Background: an optimization exercise with open tools, aiming at small area. Do not read the settings as production practice.
In this exercise RTL edits were held to simulation tests only and were not proved equivalent to the original.
Power is estimated from default activity; no workload was simulated. No driver is modelled on the clock port, so clocking that relies on it looks cheaper here than on a real chip.

==> flow/design.v (excerpt) <==
module isp_demosaic (
    input  logic pclk,
    input  logic rst_n,
    input  logic in_vsync,
    input  logic in_href,
    input  demosaic_pixel_pkg::pix_t in_raw,
    output logic out_href,
    output logic out_vsync,
    output demosaic_pixel_pkg::pix_t out_r,
    output demosaic_pixel_pkg::pix_t out_g,
    output demosaic_pixel_pkg::pix_t out_b
);
localparam int D  = 5;     
localparam int SR = 48;    
localparam int GF = 8;     
function automatic logic [8:0] add8(input logic [7:0] a, input logic [7:0] b, input logic cin);
    logic c;
    c = cin;
    for (int i = 0; i < 8; i++) begin
        add8[i] = a[i] ^ b[i] ^ c;
        c = (a[i] & b[i]) | (a[i] & c) | (b[i] & c);
    end
    add8[8] = c;
endfunction
function automatic logic [9:0] add9(input logic [8:0] a, input logic [8:0] b, input logic cin);
    logic c;
    c = cin;
    for (int i = 0; i < 9; i++) begin
        add9[i] = a[i] ^ b[i] ^ c;
        c = (a[i] & b[i]) | (a[i] & c) | (b[i] & c);
    end
    add9[9] = c;
endfunction
function automatic logic [10:0] add10(input logic [9:0] a, input logic [9:0] b, input logic cin);
    logic c;
    c = cin;
    for (int i = 0; i < 10; i++) begin
        add10[i] = a[i] ^ b[i] ^ c;
        c = (a[i] & b[i]) | (a[i] & c) | (b[i] & c);
    end
    add10[10] = c;
endfunction
  ...
Size in the first run: ~1,200 cells after synthesis, about 580 flip-flops, ~38 I/O pins.
clock: 8.0 ns
lec_check: 0
cap_margin: 20
core_margin: 2
core_utilization: 40
cts_buf_list: sky130_fd_sc_hd__clkbuf_16
cts_cluster_diameter: 100
cts_cluster_size: 30
slew_margin: 20
run.sh (not shown) runs the stock make flow with config.mk's settings and CLKGATE_MAP_FILE= SYNTH_SCRIPT=/design/flow/synth_recipe.tcl, a recipe that flattens the netlist after the stock synthesis.
Next try:
==> flow/flow/run.sh (new file) <==
#!/bin/bash
# Own flow: the standard layout (standard synthesis unchanged), with plain
# buf_1 cells as the port buffers and no dummy loads in the clock tree.
set -euo pipefail
bash standard.sh \
  "BUFFER_PORTS_ARGS=-buffer_cell sky130_fd_sc_hd__buf_1" \
  "CTS_ARGS=-sink_clustering_enable -repair_clock_nets -buf_list sky130_fd_sc_hd__clkbuf_16 -sink_clustering_size 40 -sink_clustering_max_diameter 60 -dont_use_dummy_load" \
  finish > standard.log 2>&1
==> flow/standard.sh (new file) <==
#!/bin/bash
# synth_recipe.tcl (not shown) runs the flow's synth.tcl, then flattens the netlist and writes it again
# the make line also repeats each setting of config.mk as NAME=value (left out here)
make -C /OpenROAD-flow-scripts/flow DESIGN_CONFIG=/design/flow/config.mk WORK_HOME=/design/flow/orfs CLKGATE_MAP_FILE= SYNTH_SCRIPT=/design/flow/synth_recipe.tcl "${@:-finish}"
PLACE_DENSITY = 0.75   (was unset)
removed: flow/run.sh
The new run completed with no timing, DRC or antenna violations; area after synthesis does not change; fmax drops by 0.45%; cell area drops by 0.70%; global-route usage drops by 0.34 points.
Next try:
--- a/flow/flow/run.sh
+++ b/flow/flow/run.sh
@@ -7 +7 @@
-  "CTS_ARGS=-sink_clustering_enable -repair_clock_nets -buf_list sky130_fd_sc_hd__clkbuf_16 -sink_clustering_size 40 -sink_clustering_max_diameter 60 -dont_use_dummy_load" \
+  "CTS_ARGS=-sink_clustering_enable -repair_clock_nets -buf_list sky130_fd_sc_hd__clkbuf_16 -sink_clustering_size 30 -sink_clustering_max_diameter 100 -dont_use_dummy_load" \
PLACE_DENSITY = unset   (was 0.75)
Outcome: The changed run ran to the end with no violations; synthesized area does not change; cell count hardly moves; worst setup slack gets worse by 0.066 ns; total power came out lower by 2.5%; clock power is lower by about 7%; count of clock-buffer cells in the layout shrinks by 5; sequential share of layout area is higher by 0.31 points; combinational power is lower by about 3%; fmax is lower by 0.84%; first-iteration DRC count is lower by about 7%; hold slack hardly moves.

---

== north ==
isp_demosaic, a different RTL version from the one above (not shown whole).
For scale: about 610 flip-flops, about 38 I/O pins, ~0.024 mm² of cells after synthesis.
==> flow/design.v (excerpt) <==
module isp_demosaic (
    input  logic pclk,
    input  logic rst_n,
    input  logic in_vsync,
    input  logic in_href,
    input  demosaic_pixel_pkg::pix_t in_raw,
    output logic out_href,
    output logic out_vsync,
    output demosaic_pixel_pkg::pix_t out_r,
    output demosaic_pixel_pkg::pix_t out_g,
    output demosaic_pixel_pkg::pix_t out_b
);
Settings: LEC_CHECK=0, CAP_MARGIN=20, CORE_MARGIN=2, CORE_UTILIZATION=70, CTS_BUF_LIST=sky130_fd_sc_hd__clkbuf_16, CTS_CLUSTER_DIAMETER=100, CTS_CLUSTER_SIZE=30, SLEW_MARGIN=20; clock period 8.0 ns.
Stock flow here: none of the scripts above is used.
The inputs of south differ from those of north as listed below.
# north
export LEC_CHECK = 0
export CAP_MARGIN = 20
export CORE_MARGIN = 2
export CORE_UTILIZATION = 70
export CTS_BUF_LIST = sky130_fd_sc_hd__clkbuf_16
export CTS_CLUSTER_DIAMETER = 100
export CTS_CLUSTER_SIZE = 30
export SLEW_MARGIN = 20
create_clock -name core_clock -period 8.0 [get_ports {pclk}]
# south
export LEC_CHECK = 0
export CAP_MARGIN = 20
export CORE_MARGIN = 2
export CORE_UTILIZATION = 40
export SLEW_MARGIN = 20
create_clock -name core_clock -period 8.0 [get_ports {pclk}]
==> run notes <==
The worst-margin pin slew of south is higher than that of north. | via count | higher: north |. south improves on north in slack of the critical path. Area inside the core boundary in south vs north: up about 80%. Going from north to south, worst hold slack shrinks by 0.0067 ns. On number of flip-flops and latches, south and north are neck and neck. When south is set beside north, its data-path buffer share of cell area in the final layout turns out to be 0.39 points smaller. Share of the core filled with cells (lower): south.
Inputs modified between south and east:
# south
export LEC_CHECK = 0
export CAP_MARGIN = 20
export CORE_MARGIN = 2
export CORE_UTILIZATION = 40
export SLEW_MARGIN = 20
create_clock -name core_clock -period 8.0 [get_ports {pclk}]
# east
export LEC_CHECK = 0
export CAP_MARGIN = 20
export CORE_MARGIN = 2
export CORE_UTILIZATION = 40
export CTS_BUF_LIST = sky130_fd_sc_hd__clkbuf_16
export CTS_CLUSTER_DIAMETER = 100
export CTS_CLUSTER_SIZE = 30
export SLEW_MARGIN = 20
create_clock -name core_clock -period 8.0 [get_ports {pclk}]
Notes after the runs:
When the final numbers for east and south were put side by side, the clock insertion delay at the later pin of the skew report turned out to be greater in south. south and east ended up with roughly the same synthesized area. Between south and east, the post-cts repair resize count figures differ only marginally. Diff south..east | row count | negligible.
Input changes introduced in west (baseline for comparison: east):
# east
export LEC_CHECK = 0
export CAP_MARGIN = 20
export CORE_MARGIN = 2
export CORE_UTILIZATION = 40
export CTS_BUF_LIST = sky130_fd_sc_hd__clkbuf_16
export CTS_CLUSTER_DIAMETER = 100
export CTS_CLUSTER_SIZE = 30
export SLEW_MARGIN = 20
create_clock -name core_clock -period 8.0 [get_ports {pclk}]
# west
export LEC_CHECK = 0
export CAP_MARGIN = 20
export CORE_MARGIN = 2
export CORE_UTILIZATION = 40
export CTS_BUF_LIST = sky130_fd_sc_hd__clkbuf_8
export SLEW_MARGIN = 20
create_clock -name core_clock -period 8.0 [get_ports {pclk}]
Results
- west and east all finish clean.
- Delta (west minus east): portion of total power attributed to combinational logic now sits lower, slack of the worst reg-to-reg path now sits lower.
- From east to west the numbers moved as follows: sequential share of layout area moved down, met2 usage up 0.27 points, sum of internal, switching and leakage power rose about 8%.

## port drivers added, routing unchanged
How much do the figures lean on ideal ports? The routed layouts below were timed once more, with nothing changed but the port constraints.
Step 1: set_driving_cell puts a clkbuf_16 on pclk and a buf_2 on each other input, an assumption about the parent block.
Step 2 times the ports against the registers' clock, not the clock port: input delays grow and output delays shrink by t, the midpoint of the rising clock arrivals with the driver on.
Three values: no drivers, after step 1, after step 2; two values: the first two.
run	t, ns	setup WS [ns]	worst hold slack (ns)	worst setup path at the end	slew at the worst register clock pin (ns)
the first run of note 1	0.615	0.317 / 0.265 / 0.444	0.333 / 0.333 / 0.333	register to register	0.12 / 0.12
the second run of note 1	0.612	0.282 / 0.231 / 0.294	0.327 / 0.327 / 0.327	register to register	0.12 / 0.12
the third run of note 1	0.592	0.217 / 0.165 / 0.385	0.329 / 0.329 / 0.329	register to register	0.12 / 0.12
north	0.637	0.402 / 0.402 / 0.402	0.326 / 0.326 / 0.326	register to register	0.12 / 0.12
south	0.675	0.467 / 0.467 / 0.467	0.319 / 0.319 / 0.319	register to register	0.06 / 0.06
east	0.639	0.518 / 0.518 / 0.518	0.327 / 0.327 / 0.327	register to register	0.12 / 0.12
west	0.724	0.496 / 0.496 / 0.496	0.318 / 0.318 / 0.318	register to register	0.07 / 0.07
After both steps every run listed still meets setup and hold.
